Context: an optimization exercise on an open-source flow, tuned for small area, a short achievable clock period and few clock cycles per item. The choices shown serve that exercise and are no tape-out recipe.
The RTL was checked by simulation tests, not by an equivalence proof against the original design.

--- flow/config.mk ---
export PLATFORM = sky130hd
export DESIGN_NAME = pearson_correlation
export DESIGN_NICKNAME = pearson_correlation
export VERILOG_FILES = /design/flow/design.v
export SDC_FILE = /design/flow/constraint.sdc
export NUM_CORES = 4
export LEC_CHECK = 0
export CAP_MARGIN = 20
export CORE_MARGIN = 2
export CORE_UTILIZATION = 55
export SETUP_SLACK_MARGIN = 3.5
export SLEW_MARGIN = 20
--- flow/constraint.sdc ---
create_clock -name core_clock -period 12.0 [get_ports {i_clk}]
set_input_delay 2.4000 -clock core_clock [delete_from_list [all_inputs] [get_ports {i_clk}]]
set_output_delay 2.4000 -clock core_clock [all_outputs]
set_load 0.01 [all_outputs]
--- flow/design.v ---
package pc_pkg;
    localparam int X_W    = 16;
    localparam int P_W    = 2 * X_W;
    localparam int CORR_W = 32;
    localparam int FRAC_W = 30;
    localparam int QS_W   = FRAC_W + 2;
    localparam int CH_W   = 16;
    localparam int ITEM_DEPTH  = 2;
    localparam int RES_DEPTH   = 2;
    localparam int MAX_LEN_DEF = 32;
    typedef struct packed {
        logic [X_W-1:0] x;
        logic [X_W-1:0] y;
        logic [P_W-1:0] xx;
        logic [P_W-1:0] yy;
        logic [P_W-1:0] xy;
        logic           last;
    } t_item;
    localparam int ITEM_W = 2 * X_W + 3 * P_W + 1;
    localparam int RES_W  = CORR_W + 1;
    typedef struct packed {
        logic signed [CORR_W-1:0] correlation;
        logic                     degenerate;
    } t_result;
endpackage
module pc_unit (
    input  logic        i_clk,
    input  logic        i_rst_n,
    input  logic        i_take,      
    input  logic [79:0] i_m,
    input  logic [79:0] i_p,
    input  logic        i_sgn,
    input  logic        i_deg,
    output logic        o_free,
    output logic        o_rv,        
    input  logic        i_done,      
    output logic [31:0] o_q,
    output logic        o_sgn,
    output logic        o_deg
);
    logic        r_dv;
    logic [4:0]  r_dc;
    logic [80:0] r_ys, r_yc;
    logic        r_yi;
    logic [79:0] r_dp;
    logic        r_ds, r_dd;
    logic [80:0] w_ys [3];
    logic [80:0] w_yc [3];
    logic        w_yi [3];
    logic [80:0] w_tt [2];
    logic [80:0] w_pm [2];
    logic [80:0] w_s2 [2];
    logic [80:0] w_c2 [2];
    logic [1:0]  w_qb;
    always_comb begin
        w_ys[0] = r_ys;
        w_yc[0] = r_yc;
        w_yi[0] = r_yi;
        for (int k = 0; k < 2; k++) begin
            w_tt[k] = w_ys[k] + w_yc[k] + 81'(w_yi[k]);
            w_qb[1 - k] = !w_tt[k][80];
            w_pm[k] = w_tt[k][80] ? {1'b0, r_dp} : ~{1'b0, r_dp};
            w_s2[k] = w_ys[k] << 1;
            w_c2[k] = w_yc[k] << 1;
            w_ys[k + 1] = w_s2[k] ^ w_c2[k] ^ w_pm[k];
            w_yc[k + 1] = {((w_s2[k][79:1] & w_c2[k][79:1]) | (w_s2[k][79:1] & w_pm[k][79:1]) |
                            (w_c2[k][79:1] & w_pm[k][79:1])), w_yi[k], !w_tt[k][80]};
            w_yi[k + 1] = 1'b0;
        end
    end
    logic       r_bv, r_bf, r_bl;
    logic [1:0] r_bq;
    logic       r_lag;
    logic       r_rv;
    assign o_free = !r_dv && !r_bv && !r_rv;
    always_ff @(posedge i_clk) begin
        if (!i_rst_n) begin
            r_dv <= 1'b0;
            r_dc <= 5'd0;
            r_bv <= 1'b0;
        end else begin
            if (i_take) begin
                r_dv <= 1'b1;
                r_dc <= 5'd0;
            end else if (r_dv) begin
                r_dc <= r_dc + 5'd1;
                if (r_dc == 5'd31) r_dv <= 1'b0;
            end
            r_bv <= r_dv;
        end
    end
    always_ff @(posedge i_clk) begin
        r_ys <= i_take ? {1'b0, i_m} : w_ys[2];
        r_yc <= i_take ? ~{1'b0, i_p} : w_yc[2];
        r_yi <= i_take;
        if (i_take) begin
            r_dp <= i_p;
            r_ds <= i_sgn;
            r_dd <= i_deg;
        end
        r_bq  <= w_qb;
        r_bf  <= (r_dc == 5'd0);
        r_bl  <= (r_dc == 5'd31);
        r_lag <= r_bq[0];
    end
    logic [34:0] r_rr;
    logic [31:0] r_rq;
    logic        r_rs, r_rd;
    logic [34:0] w_rem, w_rr;
    logic [31:0] w_rt;
    logic [35:0] w_rd;
    assign w_rem = r_bf ? 35'd0 : r_rr;
    assign w_rt  = r_bf ? 32'd0 : r_rq;
    assign w_rr  = {w_rem[32:0], r_bf ? 1'b0 : r_lag, r_bq[1]};
    assign w_rd  = {1'b0, w_rr} - {3'b0, w_rt, 2'b01};
    always_ff @(posedge i_clk) begin
        if (!i_rst_n) begin
            r_rv <= 1'b0;
        end else if (r_bv && r_bl) begin
            r_rv <= 1'b1;
        end else if (i_done) begin
            r_rv <= 1'b0;
        end
        if (r_bv) begin
            r_rr <= w_rd[35] ? w_rr : w_rd[34:0];
            r_rq <= {w_rt[30:0], !w_rd[35]};
            if (r_bf) begin
                r_rs <= r_ds;
                r_rd <= r_dd;
            end
        end
    end
    assign o_rv  = r_rv;
    assign o_q   = r_rq;
    assign o_sgn = r_rs;
    assign o_deg = r_rd;
endmodule
module pearson_correlation (
    input  logic               i_clk,
    input  logic               i_rst_n,
    input  logic               push,
    output logic               full,
    input  logic [15:0]        i_sample_x,
    input  logic [15:0]        i_sample_y,
    input  logic               i_last,
    output logic               empty,
    input  logic               pop,
    output logic signed [31:0] o_correlation,
    output logic               o_degenerate
);
    function automatic logic [33:0] sq17(input logic [16:0] v);
        logic [33:0] s;
        s = '0;
        for (int i = 0; i < 17; i++) begin
            s = s + ({33'b0, v[i]} << (2 * i));
            for (int j = i + 1; j < 17; j++) begin
                s = s + ({33'b0, v[i] & v[j]} << (i + j + 1));
            end
        end
        sq17 = s;
    endfunction
    logic        r_iv, r_il;
    logic        r_ig;         
    logic [15:0] r_ix, r_iy;   
    logic [16:0] r_iz;
    logic [5:0]  r_cnt;
    logic [20:0] r_sx, r_sy;
    logic [36:0] r_sxx, r_syy;
    logic [38:0] r_szz;
    logic        r_hv;
    logic [5:0]  r_hn;
    logic [20:0] r_hsx, r_hsy;
    logic [36:0] r_hsxx, r_hsyy;
    logic [38:0] r_hszz;       
    logic        r_hfix;
    logic        r_hrel;       
    logic        w_proc;       
    logic        w_acc;        
    assign w_proc = r_iv && !(r_il && r_hv && !r_hrel);
    assign full   = r_iv && !w_proc;
    assign w_acc  = push && !full;
    logic        w_ig;
    logic [5:0]  n_cnt, w_ncnt;
    assign n_cnt  = r_cnt + 6'd1;
    assign w_ncnt = !w_proc ? r_cnt : (r_il ? 6'd0 : (r_ig ? n_cnt : r_cnt));
    assign w_ig   = (w_ncnt != 6'd32);
    always_ff @(posedge i_clk) begin
        if (!i_rst_n) begin
            r_iv  <= 1'b0;
            r_cnt <= 6'd0;
        end else begin
            if (w_acc) begin
                r_iv <= 1'b1;
            end else if (w_proc) begin
                r_iv <= 1'b0;
            end
            r_cnt <= w_ncnt;
        end
        if (w_acc) begin
            r_ig <= w_ig;
            r_ix <= w_ig ? i_sample_x : 16'd0;
            r_iy <= w_ig ? i_sample_y : 16'd0;
            r_iz <= w_ig ? ({1'b0, i_sample_x} + {1'b0, i_sample_y}) : 17'd0;
            r_il <= i_last;
        end
    end
    logic        w_first;
    logic [20:0] n_sx, n_sy;
    logic [36:0] n_sxx, n_syy;
    logic [38:0] n_szz;
    assign w_first = (r_cnt == 6'd0);
    assign n_sx    = (w_first ? 21'd0 : r_sx) + 21'(r_ix);
    assign n_sy    = (w_first ? 21'd0 : r_sy) + 21'(r_iy);
    assign n_sxx   = (w_first ? 37'd0 : r_sxx) + 37'(sq17({1'b0, r_ix}));
    assign n_syy   = (w_first ? 37'd0 : r_syy) + 37'(sq17({1'b0, r_iy}));
    assign n_szz   = (w_first ? 39'd0 : r_szz) + 39'(sq17(r_iz));
    always_ff @(posedge i_clk) begin
        if (w_proc) begin
            r_sx  <= n_sx;
            r_sy  <= n_sy;
            r_sxx <= n_sxx;
            r_syy <= n_syy;
            r_szz <= n_szz;
        end
    end
    logic [4:0]  r_ms;
    logic        r_mb;         
    logic        r_mw;         
    logic [55:0] r_h;
    logic        r_hr;         
    logic [43:0] r_l;
    logic [39:0] r_vx, r_vy;   
    logic [40:0] r_c;          
    logic        r_mdeg;
    logic [40:0] r_a;
    logic [5:0]  r_one, r_two, r_neg;    
    logic        r_clr, r_ret;
    logic        w_dtake;      
    logic        w_mstart;
    logic        w_run;        
    logic [40:0] w_a;
    logic [10:0] w_b;
    logic        w_bsg;        
    logic        w_neg;
    logic        w_clr, w_ret;
    logic [11:0] w_bs, w_bn;
    logic [12:0] w_bx;
    assign w_mstart = r_hv && (!r_mb || (r_mw && w_dtake));
    assign w_run    = r_mb && !r_mw && (r_ms != 5'd0);
    always_comb begin
        w_a   = '0;
        w_b   = '0;
        w_bsg = 1'b0;
        w_neg = 1'b0;
        w_clr = 1'b0;
        w_ret = 1'b1;
        case (r_ms)
            5'd0:  begin w_a = 41'(r_hsxx); w_b = 11'(r_hn); w_clr = 1'b1; w_ret = 1'b0; end
            5'd1:  begin w_a = 41'(r_hsx); w_b = r_hsx[10:0]; w_neg = 1'b1; end
            5'd2:  begin w_a = 41'(r_hsx); w_b = 11'(r_hsx[20:11]); w_neg = 1'b1; end
            5'd3:  begin w_a = 41'(r_hsyy); w_b = 11'(r_hn); w_clr = 1'b1; w_ret = 1'b0; end
            5'd4:  begin w_a = 41'(r_hsy); w_b = r_hsy[10:0]; w_neg = 1'b1; end
            5'd5:  begin w_a = 41'(r_hsy); w_b = 11'(r_hsy[20:11]); w_neg = 1'b1; end
            5'd6:  begin w_a = 41'(r_hszz); w_b = 11'(r_hn); w_clr = 1'b1; w_ret = 1'b0; end
            5'd7:  begin w_a = 41'(r_hsx); w_b = r_hsy[10:0]; w_neg = 1'b1; end
            5'd8:  begin w_a = 41'(r_hsx); w_b = 11'(r_hsy[20:11]); w_neg = 1'b1; end
            5'd9:  begin w_a = 41'(r_vx); w_b = r_vy[10:0]; w_clr = 1'b1; end
            5'd10: begin w_a = 41'(r_vx); w_b = r_vy[21:11]; end
            5'd11: begin w_a = 41'(r_vx); w_b = r_vy[32:22]; end
            5'd12: begin w_a = 41'(r_vx); w_b = 11'(r_vy[39:33]); end
            5'd13: begin w_a = r_c; w_b = r_c[10:0]; w_clr = 1'b1; end
            5'd14: begin w_a = r_c; w_b = r_c[21:11]; end
            5'd15: begin w_a = r_c; w_b = r_c[32:22]; end
            default: begin w_a = r_c; w_b = 11'(r_c[40:33]); w_bsg = 1'b1; end
        endcase
    end
    assign w_bs = w_bsg ? {{4{w_b[7]}}, w_b[7:0]} : {1'b0, w_b};
    assign w_bn = w_neg ? (12'd0 - w_bs) : w_bs;
    assign w_bx = {w_bn, 1'b0};
    always_ff @(posedge i_clk) begin
        r_a   <= w_a;
        r_clr <= w_clr;
        r_ret <= w_ret;
        for (int i = 0; i < 6; i++) begin
            r_one[i] <= w_bx[2*i+1] ^ w_bx[2*i];
            r_two[i] <= (w_bx[2*i+2] & ~w_bx[2*i+1] & ~w_bx[2*i]) |
                        (~w_bx[2*i+2] & w_bx[2*i+1] & w_bx[2*i]);
            r_neg[i] <= w_bx[2*i+2];
        end
        if (!i_rst_n) begin
            r_hrel <= 1'b0;
        end else begin
            r_hrel <= r_mb && !r_mw && (r_ms == 5'd7);
        end
    end
    localparam logic [55:0] K = 56'(-(56'd1 << 41) - (56'd1 << 43) - (56'd1 << 45)
                                    - (56'd1 << 47) - (56'd1 << 49) - (56'd1 << 51));
    logic [41:0] w_bm  [6];
    logic [41:0] w_pp  [6];
    logic [55:0] w_row [6];
    logic [55:0] w_ngv;
    logic [55:0] w_hs;
    logic [55:0] w_t;
    always_comb begin
        w_ngv = '0;
        for (int i = 0; i < 6; i++) begin
            w_bm[i]  = r_one[i] ? {r_a[40], r_a} : (r_two[i] ? {r_a, 1'b0} : 42'd0);
            w_pp[i]  = r_neg[i] ? ~w_bm[i] : w_bm[i];
            w_row[i] = 56'({~w_pp[i][41], w_pp[i][40:0]}) << (2 * i);
            w_ngv[2*i] = r_neg[i];
        end
        w_hs = r_clr ? 56'd0 : (r_hr ? {{11{r_h[55]}}, r_h[55:11]} : r_h);
        w_t  = w_hs + w_row[0] + w_row[1] + w_row[2] + w_row[3] + w_row[4] + w_row[5]
               + w_ngv + K;
    end
    always_ff @(posedge i_clk) begin
        if (!i_rst_n) begin
            r_mb <= 1'b0;
            r_mw <= 1'b0;
            r_ms <= 5'd0;
            r_hv <= 1'b0;
        end else begin
            if (w_proc && r_il) begin
                r_hv <= 1'b1;
            end else if (r_hrel) begin
                r_hv <= 1'b0;
            end
            if (w_mstart) begin
                r_mb <= 1'b1;
                r_mw <= 1'b0;
                r_ms <= 5'd0;
            end else if (r_mb && !r_mw) begin
                r_ms <= r_ms + 5'd1;
                if (r_ms == 5'd17) begin
                    r_mw <= 1'b1;
                end
            end else if (r_mw && w_dtake) begin
                r_mb <= 1'b0;
                r_mw <= 1'b0;
            end
        end
    end
    always_ff @(posedge i_clk) begin
        if (w_proc && r_il) begin
            r_hn   <= r_ig ? n_cnt : r_cnt;
            r_hsx  <= n_sx;
            r_hsy  <= n_sy;
            r_hsxx <= n_sxx;
            r_hsyy <= n_syy;
            r_hszz <= n_szz;
        end else if (r_hfix) begin
            r_hszz <= 39'((r_hszz - 39'(r_hsxx) - 39'(r_hsyy)) >> 1);
        end
        r_hfix <= w_proc && r_il;
    end
    always_ff @(posedge i_clk) begin
        if (w_run) begin
            r_h  <= w_t;
            r_hr <= r_ret;
            if (r_ret) r_l <= {w_t[10:0], r_l[43:11]};
            if (r_ms == 5'd3)  r_vx <= {w_t[28:0], r_l[43:33]};
            if (r_ms == 5'd6)  r_vy <= {w_t[28:0], r_l[43:33]};
            if (r_ms == 5'd9)  r_c  <= {w_t[29:0], r_l[43:33]};
            if (r_ms == 5'd14) {r_vy, r_vx} <= {r_h[46:11], r_l};
        end
        if (r_mb && !r_mw && r_ms == 5'd8) begin
            r_mdeg <= (r_vx == 40'd0) || (r_vy == 40'd0);
        end
    end
    logic        r_dsel;       
    logic        r_osel;       
    logic [1:0]  w_free, w_rv, w_sg, w_dg, w_tk, w_dn;
    logic [31:0] w_q [2];
    assign w_dtake = r_mw && w_free[r_dsel];
    for (genvar u = 0; u < 2; u++) begin : g_unit
        assign w_tk[u] = w_dtake && (r_dsel == u);
        assign w_dn[u] = pop && w_rv[u] && (r_osel == u);
        pc_unit u_div (
            .i_clk   (i_clk),
            .i_rst_n (i_rst_n),
            .i_take  (w_tk[u]),
            .i_m     ({r_h[46:11], r_l}),
            .i_p     ({r_vy, r_vx}),
            .i_sgn   (r_c[40]),
            .i_deg   (r_mdeg),
            .o_free  (w_free[u]),
            .o_rv    (w_rv[u]),
            .i_done  (w_dn[u]),
            .o_q     (w_q[u]),
            .o_sgn   (w_sg[u]),
            .o_deg   (w_dg[u])
        );
    end
    always_ff @(posedge i_clk) begin
        if (!i_rst_n) begin
            r_dsel <= 1'b0;
            r_osel <= 1'b0;
        end else begin
            if (w_dtake) r_dsel <= !r_dsel;
            if (pop && w_rv[r_osel]) r_osel <= !r_osel;
        end
    end
    logic [31:0] w_oq;
    logic        w_os, w_od;
    logic [32:0] w_q1;
    assign w_oq = w_q[r_osel];
    assign w_os = w_sg[r_osel];
    assign w_od = w_dg[r_osel];
    assign w_q1 = ({1'b0, w_oq} ^ {33{w_os}}) + 33'd1;
    assign empty         = !w_rv[r_osel];
    assign o_correlation = w_od ? 32'd0 : w_q1[32:1];
    assign o_degenerate  = w_od;
endmodule
--- flow/run.sh ---
#!/bin/bash
# synth_recipe.tcl (not shown) runs the flow's synth.tcl, then flattens the netlist and writes it again
# the make line also repeats each setting of config.mk as NAME=value (left out here)
make -C /OpenROAD-flow-scripts/flow DESIGN_CONFIG=/design/flow/config.mk WORK_HOME=/design/flow/orfs CLKGATE_MAP_FILE= SYNTH_SCRIPT=/design/flow/synth_recipe.tcl finish
==> impl_metrics.tcl, run 1 <==
set metrics [dict create \
    fp.dieH_um 441 \
    setup_total_negative_slack_ns 0 \
    route.detailed.vias_per_inst 6.08 \
    floorplan.io_pins 72 \
    clockBufferDepth 3 \
    asyncSetResetFlopFracSynth 0 \
    placement.cell_area_um2 108000 \
    first_global_vias 76791 \
    route.detailed.wl_per_inst_um 26.2 \
    clkLatencyLatePin_ns 0.84 \
    synth_largest_area_cell "sky130_fd_sc_hd__edfxtp_1" \
    critPathArrivalTime_ns 8.95 \
    fmax_ghz 0.122 \
    quantity_of_i_o_buffers_inserted_on_ports 71 \
    min-delay-path-class "flip-flop to flip-flop" \
    vias 77425 \
    fill_cells 16074 \
    holdCritStartpoint "g_unit[1].u_div.r_bq[0]$_DFF_P_" \
    synth_cells 10170 \
    synth_flop_cell "sky130_fd_sc_hd__edfxtp_1" \
    fin_nets 11935 \
    multiInputGateArea_um2 65500 \
    drv_slew 0 \
    die_w_um 441 \
    final_area_um2 114000 \
    yosys-top-cells-area "sky130_fd_sc_hd__edfxtp_1 25%, sky130_fd_sc_hd__fa_1 16%, sky130_fd_sc_hd__ha_1 11%" \
    hpwl_after_detailed_placement_um 253000 \
    synth_enable_flop_cells 888 \
    final_critical_path_setup_slack_ns 3.78 \
    post-route-min-period_ns 8.22 \
    drive_gt1_frac 0.0557 \
    drc_errors 0 \
    drtPass1Iterations 10 \
    r2r_cells 26 \
    dpl_worst_slack_ns 2.09 \
    die_area_um2 195000 \
    cts_num_sinks 1320 \
    ys_warn_count 16 \
    layout_stage_area_growth_over_the_synthesis_result_pct 8.39 \
    deepest_level_of_the_cts_h_tree 4 \
    area_share_of_the_largest_cell_type_after_synthesis 0.254 \
    rsz0062_at_grt "false" \
    mappedNetlistArea_um2 105000 \
    drt_iter0_markers 7669 \
    post-synth-top-count-cell "sky130_fd_sc_hd__nand2_1" \
    syn_nets 12027 \
    launching_element_of_the_worst_setup_path "g_unit[0].u_div.r_yc[19]$_DFF_P_" \
    totalWireLength_um 333000 \
    worst_setup_path_type "flip-flop to flip-flop" \
    tritoncts_clock_tree "built" \
    antenna_violations_before_repair 14 \
    status "complete, no violations" \
    critical_path.n_buffers_inverters 1 \
    floorplan.rows 160 \
    ctsRootBufferMaster "sky130_fd_sc_hd__clkbuf_16" \
    timing.critical_path.to_type "flip-flop" \
    timing.max_slew.rel_slack 0.219 \
    crit-reg2reg-launch "g_unit[0].u_div.r_yc[19]$_DFF_P_" \
    final-setup-viol-count 0 \
    critical_path.top_delay_family "compound AO/OA/AOI/OAI gates" \
    regArea_um2 35300 \
    grt_max_degree 246 \
    startpoint_type "flip-flop" \
    critical_path.endpoint "g_unit[0].u_div.r_ys[24]$_DFF_P_" \
    worstSetupPathDepth 26 \
    cts-buffers-inserted 157 \
    clkTransAtPathRegs_ns 0.06 \
    antenna_violating_nets_post_route 0 \
    postSynthRegisterBits 1320 \
    overflow 0 \
    worst_r2r_endpoint "g_unit[0].u_div.r_ys[24]$_DFF_P_" \
    total_routing_usage_gr 0.343 \
    final_period_utilization 0.685 \
    post_synth_top_cells "1,366 x sky130_fd_sc_hd__nand2_1, 956 x sky130_fd_sc_hd__ha_1, 888 x sky130_fd_sc_hd__edfxtp_1, 864 x sky130_fd_sc_hd__fa_1, 720 x sky130_fd_sc_hd__inv_1" \
    average_instance_area_after_synthesis_um2 10.3 \
    finalHoldViolCount 0 \
    whs_ns 0.326 \
    regToRegSetupSlack_ns 3.78 \
    crit_path_top_delay_cell "sky130_fd_sc_hd__fa_1" \
    critPathMaxStageDelay_ns 0.54 \
    maximum_fanout_along_the_worst_path 52 \
    worst_clock_skew_ns 0.0398 \
    starting_density 0.553 \
    gp_routability_congestion 1.01 \
    synth.lib_cells_used.distinct 95 \
    max-cap-violations 0 \
    ys_seq_area_frac 0.336 \
    tightest_slew_ns 1.17 \
    fp.coreArea_um2 190000 \
    critical_path_required_ns 12.72 \
    first_pass_grt_wire_length_um 497000 \
]
-- cell usage in the layout (no fill, tap or decap), types with 149 or more instances in the layout --
cell type,count
sky130_fd_sc_hd__a21o_1,180
sky130_fd_sc_hd__a21oi_1,420
sky130_fd_sc_hd__a22oi_1,240
sky130_fd_sc_hd__and2_1,369
sky130_fd_sc_hd__clkbuf_16,164
sky130_fd_sc_hd__dfxtp_1,426
sky130_fd_sc_hd__edfxtp_1,888
sky130_fd_sc_hd__fa_1,864
sky130_fd_sc_hd__ha_1,956
sky130_fd_sc_hd__inv_1,717
sky130_fd_sc_hd__nand2_1,1364
sky130_fd_sc_hd__nor2_1,376
sky130_fd_sc_hd__nor2b_1,149
sky130_fd_sc_hd__o21ai_0,429
sky130_fd_sc_hd__xnor2_1,642
sky130_fd_sc_hd__xor2_1,302
-- what timing repair did --
item / in CTS / in global routing
hold endpoints to repair: 0 / 0
setup endpoints to repair: 317 / 312
setup buffers: 3 / 32
pin swaps: 2 / 0
hold buffers: 0 / 0
resized for setup: 15 / 11
gates cloned: 2 / 1
-- stage by stage --
stage	cells	utilization
after floorplan	10170	-
after global placement	12392	0.568
after detailed placement	12392	0.569
after CTS	12688	0.597
after global routing	12722	0.599
final	12737	0.599
-- sequential cells by signal, indices dropped and copies added (netlist names), 37 cells and up --
name               flops
g_unit.u_div.r_rr     66
r_vy                  40
r_c                   41
g_unit.u_div.r_yc    162
r_hsxx                37
r_hszz                39
r_h                   56
r_a                   41
r_hsyy                37
r_szz                 39
r_vx                  40
g_unit.u_div.r_rq     64
r_sxx                 37
r_l                   44
g_unit.u_div.r_dp    160
r_syy                 37
g_unit.u_div.r_ys    162
-- cell families after synthesis --
logic type	Yosys count	share of synthesized area
and+or+nand+nor	2874	0.129
DFF	1320	0.336
adders and majority gates	1820	0.279
muxes	162	0.0162
xor gates and xnor gates	954	0.0803
buffers and inverters	1178	0.0433
AOI/OAI and AO/OA	1862	0.116
-- area by class of cell --
type,count,share of cell area
clock inverter,85,0.00810
inverter,725,0.0241
multi-input combinational,7674,0.575
tap,2511,0.0276
antenna,16,0.000352
clock buffer,206,0.0379
sequential,1320,0.310
timing repair buffer,200,0.0166
-- worst min-delay path by stage --
stage | cells past startpoint | slack, ns | to
global route | 0 | 0.34 | g_unit[1].u_div.r_lag$_DFF_P_
CTS | 0 | 0.33 | g_unit[1].u_div.r_lag$_DFF_P_
floorplan | 0 | 0.31 | g_unit[0].u_div.r_lag$_DFF_P_
global placement | 0 | 0.31 | g_unit[0].u_div.r_lag$_DFF_P_
detailed placement | 0 | 0.31 | g_unit[1].u_div.r_lag$_DFF_P_
finish | 0 | 0.33 | g_unit[1].u_div.r_lag$_DFF_P_
-- metal layers --
layer  vias up  wire length (um)  track usage
li1      35070                 -            -
met3       661             26200       0.0613
met5         -                56            0
met1     38679            138000        0.463
met2      3007            150000        0.536
met4         8             18600        0.164
Testbench counts, summed over its fixed seeds: cycles 7,021, vectors 320.
==> run 2, diff against run 1 <==
--- a/flow/config.mk
+++ b/flow/config.mk
@@ -9,4 +9,4 @@
 export CORE_MARGIN = 2
 export CORE_UTILIZATION = 55
-export SETUP_SLACK_MARGIN = 3.5
+export SETUP_SLACK_MARGIN = 5
 export SLEW_MARGIN = 20
==> run 2 against run 1 <==
Sequential share of layout area fell by 1.9 points; final area up 6.5%; global-route usage up 1.4 points; fmax is 6.7% higher; via count rose by 2.1%; wire length rose by 4.3%; critical path depth increased by 5; hold slack worse by 0.0038 ns; synthesized area did not move; critical endpoint is now g_unit[1].u_div.r_ys[50]$_DFF_P_.
==> impl_metrics.tcl, run 2 <==
set metrics [dict create \
    status "complete, no violations" \
    synth_largest_area_cell "sky130_fd_sc_hd__edfxtp_1" \
    critical_path.n_buffers_inverters 7 \
    starting_density 0.553 \
    placement.cell_area_um2 108000 \
    worstSetupPathDepth 31 \
    route.detailed.vias_per_inst 6.10 \
    worst_path_most_repeated_cell "sky130_fd_sc_hd__buf_12" \
    drive_gt1_frac 0.133 \
    largestRegisters "g_unit.u_div.r_yc (162), g_unit.u_div.r_ys (162), g_unit.u_div.r_dp (160)" \
    yosys-top-cells-area "sky130_fd_sc_hd__edfxtp_1 25%, sky130_fd_sc_hd__fa_1 16%, sky130_fd_sc_hd__ha_1 11%" \
    totalWireLength_um 348000 \
    clockBufferDepth 3 \
    drtPass1Iterations 14 \
    maximum_fanout_along_the_worst_path 7 \
    quantity_of_i_o_buffers_inserted_on_ports 71 \
    tritoncts_clock_tree "built" \
    die_w_um 441 \
    final-setup-viol-count 0 \
    worst_clock_skew_ns 0.0528 \
    mappedNetlistArea_um2 105000 \
    layout_stage_area_growth_over_the_synthesis_result_pct 15.4 \
    r2r_cells 31 \
    critPathMaxStageDelay_ns 0.53 \
    die_area_um2 195000 \
    average_instance_area_after_synthesis_um2 10.3 \
    worst_r2r_endpoint "g_unit[1].u_div.r_ys[50]$_DFF_P_" \
    clkLatencyLatePin_ns 0.85 \
    final_area_um2 121000 \
    synth_enable_flop_cells 888 \
    tightest_slew_ns 1.25 \
    final_period_utilization 0.642 \
    final_common_cell "sky130_fd_sc_hd__nand2_1" \
    floorplan.rows 160 \
    post-synth-top-count-cell "sky130_fd_sc_hd__nand2_1" \
    grt_max_degree 242 \
    finalHoldViolCount 0 \
    ctsRootBufferMaster "sky130_fd_sc_hd__clkbuf_16" \
    floorplan.io_pins 72 \
    fp.dieH_um 441 \
    vias 79024 \
    clkTransAtPathRegs_ns 0.06 \
    min-delay-path-class "flip-flop to flip-flop" \
    synth_cells 10170 \
    syn_nets 12027 \
    post_synth_top_cells "1,366 x sky130_fd_sc_hd__nand2_1, 956 x sky130_fd_sc_hd__ha_1, 888 x sky130_fd_sc_hd__edfxtp_1, 864 x sky130_fd_sc_hd__fa_1, 720 x sky130_fd_sc_hd__inv_1" \
    crit-reg2reg-launch "g_unit[1].u_div.r_yc[3]$_DFF_P_" \
    fp.coreArea_um2 190000 \
    fmax_ghz 0.130 \
    regToRegSetupSlack_ns 4.30 \
    max-cap-violations 0 \
    final_critical_path_setup_slack_ns 4.30 \
    setup_total_negative_slack_ns 0 \
    overflow 0 \
    crit_path_top_delay_cell "sky130_fd_sc_hd__fa_2" \
    critical_path_required_ns 12.75 \
    worst_setup_path_type "flip-flop to flip-flop" \
    drc_errors 0 \
    cts-hold-fix-buffers 0 \
    antenna_violating_nets_post_route 0 \
    deepest_level_of_the_cts_h_tree 4 \
    total_routing_usage_gr 0.357 \
    rsz0062_at_grt "true" \
    cts-buffers-inserted 155 \
    drv_slew 0 \
    first_global_vias 79030 \
    fin_nets 12152 \
    antenna_violations_before_repair 15 \
    drt_iter0_markers 7255 \
    layout_common_cells "1,327 x sky130_fd_sc_hd__nand2_1, 917 x sky130_fd_sc_hd__ha_1, 888 x sky130_fd_sc_hd__edfxtp_1, 715 x sky130_fd_sc_hd__inv_1, 689 x sky130_fd_sc_hd__fa_1" \
    critical_path.endpoint "g_unit[1].u_div.r_ys[50]$_DFF_P_" \
    post-route-min-period_ns 7.70 \
    first_pass_grt_wire_length_um 514000 \
    dpl_worst_slack_ns 2.62 \
    timing.critical_path.to_type "flip-flop" \
    synth_flop_cell "sky130_fd_sc_hd__edfxtp_1" \
    critPathArrivalTime_ns 8.46 \
    critical_path.top_delay_family "compound AO/OA/AOI/OAI gates" \
    postSynthRegisterBits 1320 \
    asyncSetResetFlopFracSynth 0 \
    hpwl_after_detailed_placement_um 250000 \
    route.detailed.wl_per_inst_um 26.9 \
    utilization 0.638 \
    ys_seq_area_frac 0.336 \
    timing.max_slew.rel_slack 0.164 \
    startpoint_type "flip-flop" \
    ys_warn_count 16 \
    area_share_of_the_largest_cell_type_after_synthesis 0.254 \
    launching_element_of_the_worst_setup_path "g_unit[1].u_div.r_yc[3]$_DFF_P_" \
    gp_routability_congestion 0.989 \
    synth.lib_cells_used.distinct 95 \
    cts_num_sinks 1320 \
]
-- run 2: changes by cell type in the layout (fill, tap and decap cells not counted), moves of 80 or more --
cell / previous run / this run
sky130_fd_sc_hd__buf_4: 110 / 229
sky130_fd_sc_hd__fa_2: 0 / 175
sky130_fd_sc_hd__fa_1: 864 / 689
sky130_fd_sc_hd__o21ai_1: 3 / 158
sky130_fd_sc_hd__o21ai_0: 429 / 254
sky130_fd_sc_hd__xor2_1: 302 / 203
sky130_fd_sc_hd__xnor2_1: 642 / 544
sky130_fd_sc_hd__xnor2_4: 2 / 82
sky130_fd_sc_hd__xor2_2: 1 / 91
-- run 2: worst min-delay path by stage --
stage / from / to / slack (ns) / cells after the start
3_3_place_gp: g_unit[1].u_div.r_bq[0]$_DFF_P_ / g_unit[1].u_div.r_lag$_DFF_P_ / 0.32 / 0
4_1_cts: g_unit[1].u_div.r_bq[0]$_DFF_P_ / g_unit[1].u_div.r_lag$_DFF_P_ / 0.33 / 0
5_1_grt: g_unit[1].u_div.r_bq[0]$_DFF_P_ / g_unit[1].u_div.r_lag$_DFF_P_ / 0.34 / 0
6_report: g_unit[1].u_div.r_bq[0]$_DFF_P_ / g_unit[1].u_div.r_lag$_DFF_P_ / 0.32 / 0
2_1_floorplan: g_unit[0].u_div.r_bq[0]$_DFF_P_ / g_unit[0].u_div.r_lag$_DFF_P_ / 0.31 / 0
3_5_place_dp: g_unit[1].u_div.r_bq[0]$_DFF_P_ / g_unit[1].u_div.r_lag$_DFF_P_ / 0.31 / 0
-- run 2: final cells by class --
type / count / area (um2)
fillers: 15170 / 68700
well taps: 2511 / 3140
flip-flops and latches: 1320 / 35300
clock inverters: 90 / 1130
multi-input cells: 7676 / 69800
diodes: 11 / 27.5
inverters: 725 / 2750
repair buffers: 417 / 4750
clock buffers: 195 / 4320
-- run 2: routing by layer --
layer / part of all wire / global-route usage
met1: 0.39 / 0.464
met2: 0.45 / 0.557
met5: 0.00019 / 0
met4: 0.069 / 0.204
met3: 0.086 / 0.0735
-- run 2: cells by family (layout without fill, tap and decap cells) --
logic type | Yosys count | in the layout | share of synthesized area
flops | 1320 | 1320 | 0.336
buf+inv | 1178 | 1427 | 0.0433
mux | 162 | 162 | 0.0162
other cells | 0 | 11 | 0
fa+ha+maj | 1820 | 1820 | 0.279
simple gates | 2874 | 2878 | 0.129
compound gates | 1862 | 1862 | 0.116
xor+xnor | 954 | 954 | 0.0803
-- run 2: repair_timing --
action                                  CTS  global route
setup buffers                           175            54
gates resized for setup                 695           359
endpoints found under the setup margin  419           411
pin swaps                               190           252
cloned                                   32             3
-- run 2: per-stage QoR --
stage / hold slack, ns / instances
2_1_floorplan: 0.310 / 10170
3_3_place_gp: 0.317 / 12383
3_5_place_dp: 0.314 / 12384
4_1_cts: 0.326 / 12876
5_1_grt: 0.337 / 12936
6_report: 0.322 / 12945
==> run 3, diff against run 2 <==
--- a/flow/config.mk
+++ b/flow/config.mk
@@ -6,7 +6,9 @@
 export NUM_CORES = 4
 export LEC_CHECK = 0
+export ABC_CLOCK_PERIOD_IN_PS = 7500
 export CAP_MARGIN = 20
 export CORE_MARGIN = 2
-export CORE_UTILIZATION = 55
+export CORE_UTILIZATION = 60
+export CTS_BUF_LIST = sky130_fd_sc_hd__clkbuf_8
 export SETUP_SLACK_MARGIN = 5
 export SLEW_MARGIN = 20
==> run 3 against run 2 <==
Still clean; global-route usage increased by 3.1 points; fmax up 0.38%; count of clock-buffer cells in the layout increased by 64; final cell count is 0.15% higher; first-iteration DRC count increased by 17%; sequential share of layout area decreased by 0.093 points; largest cell class unchanged; highest routed layer unchanged.
==> impl_metrics.tcl, run 3 <==
set metrics [dict create \
    synth_largest_area_cell "sky130_fd_sc_hd__edfxtp_1" \
    die_w_um 422 \
    quantity_of_i_o_buffers_inserted_on_ports 71 \
    fp.dieH_um 422 \
    tightest_slew_ns 1.23 \
    worst_clock_skew_ns 0.0923 \
    synth_cells 10170 \
    cts-buffers-inserted 230 \
    asyncSetResetFlopFracSynth 0 \
    floorplan.io_pins 72 \
    post-route-min-period_ns 7.67 \
    critPathMaxStageDelay_ns 0.54 \
    drt_iter0_markers 8481 \
    deepest_level_of_the_cts_h_tree 4 \
    post-synth-top-count-cell "sky130_fd_sc_hd__nand2_1" \
    worstSetupPathDepth 31 \
    min_path_cells 0 \
    worst_setup_path_type "flip-flop to flip-flop" \
    final_cell_count_no_fill 12965 \
    crit_path_top_delay_cell "sky130_fd_sc_hd__fa_2" \
    min-delay-path-class "flip-flop to flip-flop" \
    drive_gt1_frac 0.153 \
    finalHoldViolCount 0 \
    synth_enable_flop_cells 888 \
    totalWireLength_um 351000 \
    max-cap-violations 0 \
    ys_seq_area_frac 0.336 \
    post_synth_top_cells "1,366 x sky130_fd_sc_hd__nand2_1, 956 x sky130_fd_sc_hd__ha_1, 888 x sky130_fd_sc_hd__edfxtp_1, 864 x sky130_fd_sc_hd__fa_1, 720 x sky130_fd_sc_hd__inv_1" \
    tritoncts_clock_tree "built" \
    largestRegisters "g_unit.u_div.r_yc (162), g_unit.u_div.r_ys (162), g_unit.u_div.r_dp (160)" \
    starting_density 0.604 \
    first_global_vias 82183 \
    startpoint_type "flip-flop" \
    clkTransAtPathRegs_ns 0.07 \
    layout_common_cells "1,330 x sky130_fd_sc_hd__nand2_1, 904 x sky130_fd_sc_hd__ha_1, 888 x sky130_fd_sc_hd__edfxtp_1, 782 x sky130_fd_sc_hd__inv_1, 689 x sky130_fd_sc_hd__fa_1" \
    overflow 0 \
    clockBufferDepth 3 \
    layout_stage_area_growth_over_the_synthesis_result_pct 16.0 \
    final_common_cell "sky130_fd_sc_hd__nand2_1" \
    critical_path.top_delay_family "compound AO/OA/AOI/OAI gates" \
    final_period_utilization 0.640 \
    fin_nets 12282 \
    gp_routability_congestion 0.995 \
    r2r_cells 31 \
    area_share_of_the_largest_cell_type_after_synthesis 0.254 \
    final-setup-viol-count 0 \
    yosys-top-cells-area "sky130_fd_sc_hd__edfxtp_1 25%, sky130_fd_sc_hd__fa_1 16%, sky130_fd_sc_hd__ha_1 11%" \
    timing.max_slew.rel_slack 0.179 \
    syn_nets 12027 \
    mappedNetlistArea_um2 105000 \
    ys_warn_count 16 \
    fp.coreArea_um2 174000 \
    drv_slew 0 \
    vias 80960 \
    fmax_ghz 0.130 \
    critical_path.n_buffers_inverters 6 \
    first_pass_grt_wire_length_um 518000 \
    setup_total_negative_slack_ns 0 \
    floorplan.rows 153 \
    antenna_violations_before_repair 14 \
    drc_errors 0 \
    average_instance_area_after_synthesis_um2 10.3 \
    cts_num_sinks 1320 \
    critPathArrivalTime_ns 8.62 \
    rsz0062_at_grt "true" \
    synth_flop_cell "sky130_fd_sc_hd__edfxtp_1" \
    clkLatencyLatePin_ns 1.07 \
    synth.lib_cells_used.distinct 95 \
    total_routing_usage_gr 0.388 \
    route.detailed.vias_per_inst 6.24 \
    route.detailed.wl_per_inst_um 27.1 \
    cts-hold-fix-buffers 0 \
    placedCellCount 12197 \
    drtPass1Iterations 10 \
    status "complete, no violations" \
    timing.critical_path.to_type "flip-flop" \
    antenna_violating_nets_post_route 0 \
    die_area_um2 178000 \
    hpwl_after_detailed_placement_um 246000 \
    grt_max_degree 204 \
    ctsRootBufferMaster "sky130_fd_sc_hd__clkbuf_8" \
    worst_path_most_repeated_cell "sky130_fd_sc_hd__buf_12" \
    maximum_fanout_along_the_worst_path 5 \
    postSynthRegisterBits 1320 \
    critical_path_required_ns 12.95 \
]
## run 3: worst paths after layout
path,from,to,slack (ns)
max,g_unit[0].u_div.r_ys[11]$_DFF_P_,g_unit[0].u_div.r_ys[8]$_DFF_P_,4.33
min,g_unit[1].u_div.r_bq[0]$_DFF_P_,g_unit[1].u_div.r_lag$_DFF_P_,0.33
max reg2reg,g_unit[0].u_div.r_ys[11]$_DFF_P_,g_unit[0].u_div.r_ys[8]$_DFF_P_,4.33
min reg2reg,g_unit[1].u_div.r_bq[0]$_DFF_P_,g_unit[1].u_div.r_lag$_DFF_P_,0.33
## run 3: area by class of cell
type	instances	area, um2
multi-input combinational	7678	70500
fill	12798	52000
sequential	1320	35400
timing repair buffer	470	5270
clock buffer	259	3560
tap	2325	2910
inverter	725	2750
clock inverter	180	1430
antenna	8	20.0
## run 3: routing by layer
metal,global-route usage,vias up,part of all wire
li1,-,35716,-
met1,0.492,40271,0.37
met2,0.625,3970,0.47
met3,0.0770,1001,0.095
met4,0.216,2,0.069
met5,0,-,0.000037
## run 3: timing repair
action / in CTS / in global routing
setup endpoints to repair: 428 / 404
resized for setup: 730 / 452
pin swaps: 245 / 225
setup buffers: 197 / 86
gates cloned: 35 / 3
## run 3: metrics by stage
stage | setup slack, ns | area, um2 | utilization | hold slack [ns]
6_report | 4.33 | 122000 | 0.701 | 0.330
5_1_grt | 4.25 | 122000 | 0.701 | 0.333
4_1_cts | 4.77 | 119000 | 0.683 | 0.331
3_5_place_dp | 2.20 | 108000 | 0.620 | 0.317
3_3_place_gp | 2.15 | 108000 | 0.620 | 0.324
2_1_floorplan | 5.00 | 105000 | - | 0.310
## run 3: kinds of logic after synthesis
kind of cell / share of synthesized area
buffers and inverters: 0.0433
AOI/OAI and AO/OA: 0.116
adders and majority gates: 0.279
xor gates and xnor gates: 0.0803
DFF: 0.336
muxes: 0.0162
and+or+nand+nor: 0.129
==> run 4, diff against run 3 <==
--- a/flow/design.v
+++ b/flow/design.v
@@ -238,4 +238,5 @@
     logic        w_dtake;      
     logic        w_mstart;
+    logic [4:0]  w_fs;         
     logic        w_run;        
     logic [40:0] w_a;
@@ -246,5 +247,6 @@
     logic [11:0] w_bs, w_bn;
     logic [12:0] w_bx;
-    assign w_mstart = r_hv && (!r_mb || (r_mw && w_dtake));
+    assign w_mstart = r_hv && (!r_mb || w_dtake);
+    assign w_fs     = w_mstart ? 5'd0 : r_ms;
     assign w_run    = r_mb && !r_mw && (r_ms != 5'd0);
     always_comb begin
@@ -255,5 +257,5 @@
         w_clr = 1'b0;
         w_ret = 1'b1;
-        case (r_ms)
+        case (w_fs)
             5'd0:  begin w_a = 41'(r_hsxx); w_b = 11'(r_hn); w_clr = 1'b1; w_ret = 1'b0; end
             5'd1:  begin w_a = 41'(r_hsx); w_b = r_hsx[10:0]; w_neg = 1'b1; end
@@ -329,9 +331,10 @@
                 r_mb <= 1'b1;
                 r_mw <= 1'b0;
-                r_ms <= 5'd0;
+                r_ms <= 5'd1;
             end else if (r_mb && !r_mw) begin
                 r_ms <= r_ms + 5'd1;
                 if (r_ms == 5'd17) begin
-                    r_mw <= 1'b1;
+                    r_mb <= !w_dtake;
+                    r_mw <= !w_dtake;
                 end
             end else if (r_mw && w_dtake) begin
@@ -372,5 +375,9 @@
     logic [1:0]  w_free, w_rv, w_sg, w_dg, w_tk, w_dn;
     logic [31:0] w_q [2];
-    assign w_dtake = r_mw && w_free[r_dsel];
+    logic        w_mlast;
+    logic [79:0] w_m;
+    assign w_mlast = r_mb && !r_mw && (r_ms == 5'd17);
+    assign w_dtake = (r_mw || w_mlast) && w_free[r_dsel];
+    assign w_m     = r_mw ? {r_h[46:11], r_l} : {w_t[46:0], r_l[43:11]};
     for (genvar u = 0; u < 2; u++) begin : g_unit
         assign w_tk[u] = w_dtake && (r_dsel == u);
@@ -380,5 +387,5 @@
             .i_rst_n (i_rst_n),
             .i_take  (w_tk[u]),
-            .i_m     ({r_h[46:11], r_l}),
+            .i_m     (w_m),
             .i_p     ({r_vy, r_vx}),
             .i_sgn   (r_c[40]),
--- a/flow/config.mk
+++ b/flow/config.mk
@@ -6,9 +6,7 @@
 export NUM_CORES = 4
 export LEC_CHECK = 0
-export ABC_CLOCK_PERIOD_IN_PS = 7500
 export CAP_MARGIN = 20
 export CORE_MARGIN = 2
-export CORE_UTILIZATION = 60
-export CTS_BUF_LIST = sky130_fd_sc_hd__clkbuf_8
+export CORE_UTILIZATION = 55
 export SETUP_SLACK_MARGIN = 5
 export SLEW_MARGIN = 20
==> run 4 against run 3 <==
Register-to-register slack better by 0.08 ns; via count is 2.1% lower; clock skew is 0.038 ns lower; critical path depth is 1 higher.
==> impl_metrics.tcl, run 4 <==
set metrics [dict create \
    route.detailed.wl_per_inst_um 27.6 \
    quantity_of_i_o_buffers_inserted_on_ports 71 \
    ys_seq_area_frac 0.337 \
    tightest_slew_ns 1.26 \
    maximum_fanout_along_the_worst_path 8 \
    timing.max_slew.rel_slack 0.139 \
    grt_max_degree 116 \
    drc_errors 0 \
    ctsRootBufferMaster "sky130_fd_sc_hd__clkbuf_16" \
    synth_flop_cell "sky130_fd_sc_hd__edfxtp_1" \
    setup_total_negative_slack_ns 0 \
    min_path_cells 0 \
    fp.coreArea_um2 190000 \
    worst_clock_skew_ns 0.0547 \
    final_period_utilization 0.633 \
    synth_largest_area_cell "sky130_fd_sc_hd__edfxtp_1" \
    asyncSetResetFlopFracSynth 0 \
    drv_slew 0 \
    critPathMaxStageDelay_ns 0.50 \
    tritoncts_clock_tree "built" \
    launching_element_of_the_worst_setup_path "g_unit[0].u_div.r_yc[3]$_DFF_P_" \
    post-synth-top-count-cell "sky130_fd_sc_hd__ha_1" \
    final_critical_path_setup_slack_ns 4.41 \
    fin_nets 12050 \
    starting_density 0.552 \
    synth.lib_cells_used.distinct 104 \
    synth_cells 9990 \
    synth_enable_flop_cells 888 \
    dpl_worst_slack_ns 2.68 \
    crit_path_top_delay_cell "sky130_fd_sc_hd__a221o_2" \
    fp.dieH_um 441 \
    clkTransAtPathRegs_ns 0.06 \
    final-setup-viol-count 0 \
    first_pass_grt_wire_length_um 521000 \
    vias 79233 \
    deepest_level_of_the_cts_h_tree 4 \
    floorplan.rows 160 \
    crit-reg2reg-launch "g_unit[0].u_div.r_yc[3]$_DFF_P_" \
    clkLatencyLatePin_ns 0.85 \
    drt_iter0_markers 7734 \
    layout_common_cells "903 x sky130_fd_sc_hd__nand2_1, 897 x sky130_fd_sc_hd__ha_1, 888 x sky130_fd_sc_hd__edfxtp_1, 732 x sky130_fd_sc_hd__fa_1, 710 x sky130_fd_sc_hd__inv_1" \
    mappedNetlistArea_um2 105000 \
    post_synth_top_cells "955 x sky130_fd_sc_hd__ha_1, 937 x sky130_fd_sc_hd__nand2_1, 888 x sky130_fd_sc_hd__edfxtp_1, 864 x sky130_fd_sc_hd__fa_1, 739 x sky130_fd_sc_hd__xnor2_1" \
    total_routing_usage_gr 0.362 \
    drtPass1Iterations 8 \
    cts-buffers-inserted 157 \
    antenna_violating_nets_post_route 0 \
    status "complete, no violations" \
    die_w_um 441 \
    syn_nets 11846 \
    hpwl_after_detailed_placement_um 256000 \
    max-cap-violations 0 \
    post-route-min-period_ns 7.59 \
    timing.critical_path.to_type "flip-flop" \
    yosys-top-cells-area "sky130_fd_sc_hd__edfxtp_1 25%, sky130_fd_sc_hd__fa_1 17%, sky130_fd_sc_hd__ha_1 11%" \
    gp_routability_congestion 1.00 \
    r2r_cells 32 \
    average_instance_area_after_synthesis_um2 10.5 \
    drive_gt1_frac 0.144 \
    clockBufferDepth 3 \
    critical_path.endpoint "g_unit[0].u_div.r_ys[3]$_DFF_P_" \
    final_common_cell "sky130_fd_sc_hd__nand2_1" \
    worst_setup_path_type "flip-flop to flip-flop" \
    route.detailed.vias_per_inst 6.17 \
    first_global_vias 79421 \
    regToRegSetupSlack_ns 4.41 \
    finalHoldViolCount 0 \
    ys_warn_count 16 \
    layout_stage_area_growth_over_the_synthesis_result_pct 16.9 \
    die_area_um2 194000 \
    postSynthRegisterBits 1320 \
    min-delay-path-class "flip-flop to flip-flop" \
    totalWireLength_um 355000 \
    area_share_of_the_largest_cell_type_after_synthesis 0.254 \
    antenna_violations_before_repair 19 \
    critPathArrivalTime_ns 8.28 \
    overflow 0 \
    fmax_ghz 0.132 \
    startpoint_type "flip-flop" \
    critical_path_required_ns 12.69 \
    floorplan.io_pins 72 \
    cts_num_sinks 1320 \
    worst_r2r_endpoint "g_unit[0].u_div.r_ys[3]$_DFF_P_" \
    largestRegisters "g_unit.u_div.r_yc (162), g_unit.u_div.r_ys (162), g_unit.u_div.r_dp (160)" \
    rsz0062_at_grt "true" \
]
[run 4: cell count changes in the layout (fill, tap and decap cells not counted), sizes merged, moves of 39 or more]
| cell | before | now |
|---|---|---|
| mux2i | 100 | 171 |
| o21ai | 434 | 610 |
| xor2 | 304 | 217 |
| nand2 | 1366 | 937 |
| clkbuf | 265 | 212 |
| xnor2 | 646 | 742 |
| nor2 | 379 | 440 |
| inv | 805 | 730 |
| or2 | 54 | 15 |
| a21o | 180 | 242 |
[run 4: through the flow]
step                area [um2]  hold slack, ns   util  instances
floorplan               105000           0.310      -       9990
global placement        108000           0.315  0.569      12231
detailed placement      108000           0.312  0.569      12231
CTS                     119000           0.310  0.627      12739
global route            123000           0.322  0.646      12840
finish                  123000           0.326  0.646      12845
[run 4: cell type report]
| class | count | area, um2 |
|---|---|---|
| diodes | 6 | 15.0 |
| clock buffers | 201 | 4300 |
| clock inverters | 92 | 1130 |
| fillers | 14975 | 67200 |
| inverters | 730 | 2760 |
| multi-input cells | 7490 | 70300 |
| flip-flops and latches | 1320 | 35400 |
| well taps | 2511 | 3140 |
| repair buffers | 495 | 5570 |
[run 4: cell families after synthesis]
family / after synthesis / synth area share
and+or+nand+nor: 2502 / 0.116
AOI/OAI and AO/OA: 1990 / 0.122
adders and majority gates: 1819 / 0.279
DFF: 1320 / 0.337
buffers and inverters: 1182 / 0.0440
xor gates and xnor gates: 959 / 0.0807
muxes: 218 / 0.0216
[run 4: per-layer routing]
layer / vias up / track usage / routed length (um)
met1: 39783 / 0.476 / 142000
met4: 22 / 0.190 / 22900
met3: 914 / 0.0727 / 29300
met5: - / 0 / 150
met2: 3366 / 0.568 / 161000
li1: 35148 / - / -
[run 4: how the worst min path moves through the flow]
stage | from | endpoint | slack (ns)
after floorplan | g_unit[0].u_div.r_bq[0]$_DFF_P_ | g_unit[0].u_div.r_lag$_DFF_P_ | 0.31
after global placement | g_unit[0].u_div.r_bq[0]$_DFF_P_ | g_unit[0].u_div.r_lag$_DFF_P_ | 0.31
after detailed placement | g_unit[0].u_div.r_bq[0]$_DFF_P_ | g_unit[0].u_div.r_lag$_DFF_P_ | 0.31
after CTS | g_unit[0].u_div.r_bq[0]$_DFF_P_ | g_unit[0].u_div.r_lag$_DFF_P_ | 0.31
after global routing | g_unit[0].u_div.r_bq[0]$_DFF_P_ | g_unit[0].u_div.r_lag$_DFF_P_ | 0.32
final | g_unit[0].u_div.r_bq[0]$_DFF_P_ | g_unit[0].u_div.r_lag$_DFF_P_ | 0.33
[run 4: repair_timing]
item | 4_1_cts | 5_1_grt
cloned | 36 | 5
gates resized for setup | 611 | 627
hold buffers | 0 | 0
buffers inserted | 179 | 90
endpoints found under the setup margin | 447 | 393
pin swaps | 215 | 266
[run 4: worst max-delay path: cells and delay by family (launching register included)]
family	cells	cell delay (ns)
buffers and inverters	6	1.09
AOI/OAI and AO/OA	9	1.85
xor gates and xnor gates	5	0.80
and+or+nand+nor	8	1.77
DFF	1	0.34
adders and majority gates	4	1.53
Testbench counts of run 4, summed over its fixed seeds: cycles 6,783, vectors 320.
==> run 5, diff against run 4 <==
--- a/flow/config.mk
+++ b/flow/config.mk
@@ -9,4 +9,5 @@
 export CORE_MARGIN = 2
 export CORE_UTILIZATION = 55
+export CTS_BUF_LIST = sky130_fd_sc_hd__clkbuf_8
 export SETUP_SLACK_MARGIN = 5
 export SLEW_MARGIN = 20
==> run 5 against run 4 <==
Sequential share of layout area rose by 0.097 points; first-iteration DRC count rose by 0.45%; via count grew 0.58%; die area is the same; critical path type unchanged; highest routed layer unchanged.
==> impl_metrics.tcl, run 5 <==
set metrics [dict create \
    status "complete, no violations" \
    postSynthRegisterBits 1320 \
    startpoint_type "flip-flop" \
    post_synth_and_or_nand_nor_area_fraction 0.116 \
    min_path_cells 0 \
    syn_nets 11846 \
    largestRegisters "g_unit.u_div.r_yc (162), g_unit.u_div.r_ys (162), g_unit.u_div.r_dp (160)" \
    floorplan.rows 160 \
    tritoncts_clock_tree "built" \
    antenna_violations_before_repair 15 \
    fp.dieH_um 441 \
    max-cap-violations 0 \
    timing.max_slew.rel_slack 0.105 \
    critical_path_required_ns 12.91 \
    totalWireLength_um 355000 \
    min-delay-path-class "flip-flop to flip-flop" \
    setup_total_negative_slack_ns 0 \
    crit-reg2reg-launch "g_unit[0].u_div.r_yc[3]$_DFF_P_" \
    synth_largest_area_cell "sky130_fd_sc_hd__edfxtp_1" \
    top_metal_used "met5" \
    route.detailed.vias_per_inst 6.13 \
    floorplan.io_pins 72 \
    first_global_vias 80298 \
    die_w_um 441 \
    synth_enable_flop_cells 888 \
    synth_xor_xnor_area_share 0.0807 \
    drv_slew 0 \
    post-route-min-period_ns 7.81 \
    crit_path_top_delay_cell "sky130_fd_sc_hd__fa_2" \
    synth-compound-area-share 0.122 \
    utilization 0.644 \
    first_pass_grt_wire_length_um 521000 \
    detailroute.wirelength.met3_um 29500 \
    worst_setup_path_type "flip-flop to flip-flop" \
    route.met2.wl_um 161000 \
    ys_seq_area_frac 0.337 \
    regToRegSetupSlack_ns 4.19 \
    synth_flop_cell "sky130_fd_sc_hd__edfxtp_1" \
    tightest_slew_ns 1.33 \
    vias 79690 \
    fp.coreArea_um2 190000 \
    starting_density 0.552 \
    finalHoldViolCount 0 \
    drive_gt1_frac 0.149 \
    fin_nets 12124 \
    overflow 0 \
    total_routing_usage_gr 0.362 \
    antenna_violating_nets_post_route 0 \
    quantity_of_i_o_buffers_inserted_on_ports 71 \
    rsz0062_at_grt "true" \
    clkLatencyLatePin_ns 1.11 \
    post-synth-top-count-cell "sky130_fd_sc_hd__ha_1" \
    cts-buffers-inserted 230 \
    combinational_family_with_the_most_area_after_synthesis "adder cells" \
    asyncSetResetFlopFracSynth 0 \
    ctsRootBufferMaster "sky130_fd_sc_hd__clkbuf_8" \
    route.detailed.wl_per_inst_um 27.3 \
    min_to "g_unit[0].u_div.r_lag$_DFF_P_" \
    final_cell_count_no_fill 12991 \
    final_common_cell "sky130_fd_sc_hd__ha_1" \
    synth.lib_cells_used.distinct 104 \
    layout_stage_area_growth_over_the_synthesis_result_pct 16.5 \
    drt_iter0_markers 7769 \
    synth_adder_area_share 0.279 \
    final_period_utilization 0.651 \
    area_share_of_the_largest_cell_type_after_synthesis 0.254 \
    timing.critical_path.to_type "flip-flop" \
    holdCritStartpoint "g_unit[0].u_div.r_bq[0]$_DFF_P_" \
    gp_routability_congestion 1.00 \
    worst_r2r_endpoint "g_unit[0].u_div.r_ys[29]$_DFF_P_" \
    hpwl_after_detailed_placement_um 256000 \
    placedCellCount 12231 \
    detail_route.wirelength.met1_um 141000 \
    clkTransAtPathRegs_ns 0.07 \
    critPathArrivalTime_ns 8.72 \
    grt_max_degree 116 \
    worst_clock_skew_ns 0.0875 \
    final-setup-viol-count 0 \
    yosys-top-cells-area "sky130_fd_sc_hd__edfxtp_1 25%, sky130_fd_sc_hd__fa_1 17%, sky130_fd_sc_hd__ha_1 11%" \
    maximum_fanout_along_the_worst_path 8 \
    average_instance_area_after_synthesis_um2 10.5 \
    layout_common_cells "913 x sky130_fd_sc_hd__ha_1, 901 x sky130_fd_sc_hd__nand2_1, 888 x sky130_fd_sc_hd__edfxtp_1, 772 x sky130_fd_sc_hd__inv_1, 719 x sky130_fd_sc_hd__fa_1" \
    fmax_ghz 0.128 \
    mappedNetlistArea_um2 105000 \
    synth_cells 9990 \
    drtPass1Iterations 6 \
    post_synth_top_cells "955 x sky130_fd_sc_hd__ha_1, 937 x sky130_fd_sc_hd__nand2_1, 888 x sky130_fd_sc_hd__edfxtp_1, 864 x sky130_fd_sc_hd__fa_1, 739 x sky130_fd_sc_hd__xnor2_1" \
    r2r_cells 33 \
    cts_num_sinks 1320 \
    clockBufferDepth 3 \
    ys_warn_count 16 \
    cts-hold-fix-buffers 0 \
    die_area_um2 194000 \
    drc_errors 0 \
    synth.area.mux_share 0.0216 \
    deepest_level_of_the_cts_h_tree 4 \
    critPathMaxStageDelay_ns 0.52 \
]
## run 5: cell counts after synthesis
No cell type changed its count.
## run 5: through the flow
step	area, um2	worst slack [ns]	hold slack (ns)
6_report	122000	4.19	0.298
3_5_place_dp	108000	2.68	0.312
5_1_grt	122000	4.06	0.301
2_1_floorplan	105000	5.01	0.310
3_3_place_gp	108000	2.59	0.315
4_1_cts	119000	4.47	0.299
## run 5: worst max path at each step
stage	startpoint	to	slack (ns)
4_1_cts	g_unit[0].u_div.r_ys[0]$_DFF_P_	g_unit[0].u_div.r_ys[63]$_DFF_P_	4.47
6_report	g_unit[0].u_div.r_yc[3]$_DFF_P_	g_unit[0].u_div.r_ys[29]$_DFF_P_	4.19
3_5_place_dp	g_unit[1].u_div.r_yc[0]$_DFF_P_	g_unit[1].u_div.r_ys[13]$_DFF_P_	2.68
3_3_place_gp	g_unit[1].u_div.r_yc[0]$_DFF_P_	g_unit[1].u_div.r_ys[14]$_DFF_P_	2.59
2_1_floorplan	g_unit[0].u_div.r_yc[19]$_DFF_P_	g_unit[0].u_div.r_ys[65]$_DFF_P_	5.01
5_1_grt	g_unit[0].u_div.r_yc[3]$_DFF_P_	g_unit[0].u_div.r_ys[55]$_DFF_P_	4.06
## run 5: cells by family (layout without fill, tap and decap cells)
family | count (synthesis) | in the layout
adders and majority gates | 1819 | 1819
other | 0 | 9
buffers and inverters | 1182 | 1661
DFF | 1320 | 1320
AOI/OAI and AO/OA | 1990 | 1990
and+or+nand+nor | 2502 | 2503
muxes | 218 | 219
xor gates and xnor gates | 959 | 959
## run 5: routing by layer
metal,up-vias,GRT usage
met2,3424,0.568
met5,-,0
met4,10,0.191
met3,1002,0.0721
li1,35359,-
met1,39895,0.474
## run 5: final cells by class
| cell class | instances | area, um2 |
|---|---|---|
| sequential | 1320 | 35400 |
| multi-input combinational | 7490 | 70300 |
| timing repair buffer | 496 | 5800 |
| antenna | 9 | 22.5 |
| inverter | 730 | 2760 |
| clock inverter | 177 | 1230 |
| fill | 15204 | 67600 |
| clock buffer | 258 | 3550 |
| tap | 2511 | 3140 |
## run 5: critical path: cells and delay by family (launching register included)
kind,cells,cell delay [ns]
buffers and inverters,7,1.13
AO/OA/AOI/OAI,9,1.81
adder cells (fa/ha/maj),4,1.51
flip-flops,1,0.34
AND/OR/NAND/NOR,8,1.88
XOR/XNOR,5,0.93
## run 5: repair_timing
action | CTS | global route
pin swaps | 235 | 263
setup buffers | 172 | 97
endpoints found under the setup margin | 452 | 403
gates cloned | 33 | 9
gates resized for setup | 768 | 491
==> run 6, diff against run 5 <==
--- a/flow/config.mk
+++ b/flow/config.mk
@@ -9,5 +9,5 @@
 export CORE_MARGIN = 2
 export CORE_UTILIZATION = 55
-export CTS_BUF_LIST = sky130_fd_sc_hd__clkbuf_8
+export PLACE_DENSITY = 0.7
 export SETUP_SLACK_MARGIN = 5
 export SLEW_MARGIN = 20
==> run 6 against run 5 <==
Still clean; die area unchanged; fmax is 0.15% higher; via count is 0.38% lower; largest cell class unchanged.
==> impl_metrics.tcl, run 6 <==
set metrics [dict create \
    route.detailed.wl_per_inst_um 26.5 \
    synth.area.mux_share 0.0216 \
    dpl_worst_slack_ns 2.36 \
    largestRegisters "g_unit.u_div.r_yc (162), g_unit.u_div.r_ys (162), g_unit.u_div.r_dp (160)" \
    critPathArrivalTime_ns 8.45 \
    route.detailed.vias_per_inst 6.21 \
    r2r_cells 33 \
    postSynthRegisterBits 1320 \
    regToRegSetupSlack_ns 4.20 \
    status "complete, no violations" \
    final_cell_count_no_fill 12788 \
    drc_errors 0 \
    startpoint_type "flip-flop" \
    synth.lib_cells_used.distinct 104 \
    vias 79387 \
    layout_stage_area_growth_over_the_synthesis_result_pct 16.1 \
    min-delay-path-class "flip-flop to flip-flop" \
    ctsRootBufferMaster "sky130_fd_sc_hd__clkbuf_16" \
    combinational_family_with_the_most_area_after_synthesis "adder cells" \
    synth-compound-area-share 0.122 \
    ys_seq_area_frac 0.337 \
    hpwl_after_detailed_placement_um 239000 \
    drt_iter0_markers 8443 \
    post_synth_top_cells "955 x sky130_fd_sc_hd__ha_1, 937 x sky130_fd_sc_hd__nand2_1, 888 x sky130_fd_sc_hd__edfxtp_1, 864 x sky130_fd_sc_hd__fa_1, 739 x sky130_fd_sc_hd__xnor2_1" \
    worst_setup_path_type "flip-flop to flip-flop" \
    antenna_violating_nets_post_route 0 \
    cts-hold-fix-buffers 0 \
    worst_r2r_endpoint "g_unit[1].u_div.r_ys[63]$_DFF_P_" \
    synth_xor_xnor_area_share 0.0807 \
    holdCritStartpoint "g_unit[0].u_div.r_bq[0]$_DFF_P_" \
    cts-buffers-inserted 152 \
    crit-reg2reg-launch "g_unit[1].u_div.r_yc[12]$_DFF_P_" \
    antenna_violations_before_repair 9 \
    clkTransAtPathRegs_ns 0.06 \
    drv_slew 0 \
    synth_enable_flop_cells 888 \
    worst_clock_skew_ns 0.0418 \
    setup_total_negative_slack_ns 0 \
    drtPass1Iterations 9 \
    synth_largest_area_cell "sky130_fd_sc_hd__edfxtp_1" \
    maximum_fanout_along_the_worst_path 8 \
    overflow 0 \
    clkLatencyLatePin_ns 0.84 \
    critPathMaxStageDelay_ns 0.50 \
    placedCellCount 12212 \
    fp.coreArea_um2 190000 \
]
==> run 6: worst max path at each step <==
stage | to | start | slack, ns | depth (start not counted)
after floorplan | g_unit[0].u_div.r_ys[65]$_DFF_P_ | g_unit[0].u_div.r_yc[19]$_DFF_P_ | 5.01 | 28
after global placement | g_unit[0].u_div.r_ys[7]$_DFF_P_ | g_unit[0].u_div.r_yc[0]$_DFF_P_ | 2.48 | 29
after detailed placement | g_unit[0].u_div.r_ys[32]$_DFF_P_ | g_unit[0].u_div.r_yc[0]$_DFF_P_ | 2.36 | 29
after CTS | g_unit[1].u_div.r_ys[65]$_DFF_P_ | g_unit[1].u_div.r_ys[0]$_DFF_P_ | 4.54 | 33
after global routing | g_unit[1].u_div.r_ys[74]$_DFF_P_ | g_unit[1].u_div.r_yc[12]$_DFF_P_ | 3.98 | 33
final | g_unit[1].u_div.r_ys[63]$_DFF_P_ | g_unit[1].u_div.r_yc[12]$_DFF_P_ | 4.20 | 33
==> run 6: cells by family (layout without fill, tap and decap cells) <==
family	count (synthesis)	count (layout)
flip-flops	1320	1320
AND/OR/NAND/NOR	2502	2505
adder cells (fa/ha/maj)	1819	1819
buffers and inverters	1182	1459
AO/OA/AOI/OAI	1990	1990
multiplexers	218	219
other	0	6
XOR/XNOR	959	959
==> run 6: final cells by class <==
type	instances	area (um2)	area share
diodes	6	15.0	0.000123
clock buffers	188	4070	0.0335
clock inverters	90	1030	0.00849
inverters	730	2760	0.0227
multi-input cells	7492	70100	0.576
flip-flops and latches	1320	35400	0.291
well taps	2511	3140	0.0258
repair buffers	451	5120	0.0421
==> run 6: per-layer routing <==
| metal | global-route usage | vias to the layer above | wire, um |
|---|---|---|---|
| met1 | 0.443 | 39272 | 129000 |
| met5 | 0 | - | 70 |
| li1 | - | 35125 | - |
| met4 | 0.195 | 8 | 23800 |
| met2 | 0.543 | 3937 | 154000 |
| met3 | 0.0722 | 1045 | 32100 |
==> run 6: worst max-delay path: cells and delay by family (launching register included) <==
| family | cells | cell delay (ns) |
|---|---|---|
| and+or+nand+nor | 3 | 0.96 |
| adders and majority gates | 4 | 1.65 |
| buffers and inverters | 7 | 1.10 |
| DFF | 1 | 0.35 |
| AOI/OAI and AO/OA | 15 | 2.93 |
| xor gates and xnor gates | 4 | 0.58 |
==> run 6: through the flow <==
step | area (um2) | hold WS (ns)
floorplan | 105000 | 0.310
global placement | 108000 | 0.316
detailed placement | 108000 | 0.315
CTS | 119000 | 0.329
global route | 122000 | 0.338
finish | 122000 | 0.328
==> run 6: repair_timing <==
action,in CTS,in global routing
setup endpoints to repair,468,378
pin swaps,229,270
cloned,30,7
buffers inserted,181,72
resized for setup,890,348

-- separate check: timing with driven ports --
No port has a modelled driver above. Below, the same layouts with a new extraction and two added sets of constraints.
Step 1 assumes that a clkbuf_16 drives the clock port and a buf_2 every other input.
Step 2, shift: input delay + t, output delay - t, t = (earliest + latest rising clock arrival at the registers) / 2. This alone moves slack from input paths to output paths.
Three values: ideal ports, drivers, drivers and shift; two values: the first two.
run	t (ns)	setup WS [ns]	hold slack, ns	worst data-port slew with drivers (ns)	pins driven straight from the clock port
run 1	0.914	3.777 / 3.777 / 3.777	0.326 / 0.326 / 0.326	0.06	1
run 2	0.915	4.296 / 4.296 / 4.296	0.322 / 0.322 / 0.322	0.05	1
run 3	1.111	4.326 / 4.326 / 4.326	0.330 / 0.330 / 0.330	0.04	1
run 4	0.924	4.408 / 4.408 / 4.408	0.326 / 0.326 / 0.326	0.09	1
run 5	1.154	4.187 / 4.187 / 4.187	0.298 / 0.298 / 0.298	0.10	1
run 6	0.911	4.199 / 4.199 / 4.199	0.328 / 0.328 / 0.328	0.07	1
After both steps every run listed still meets setup and hold.
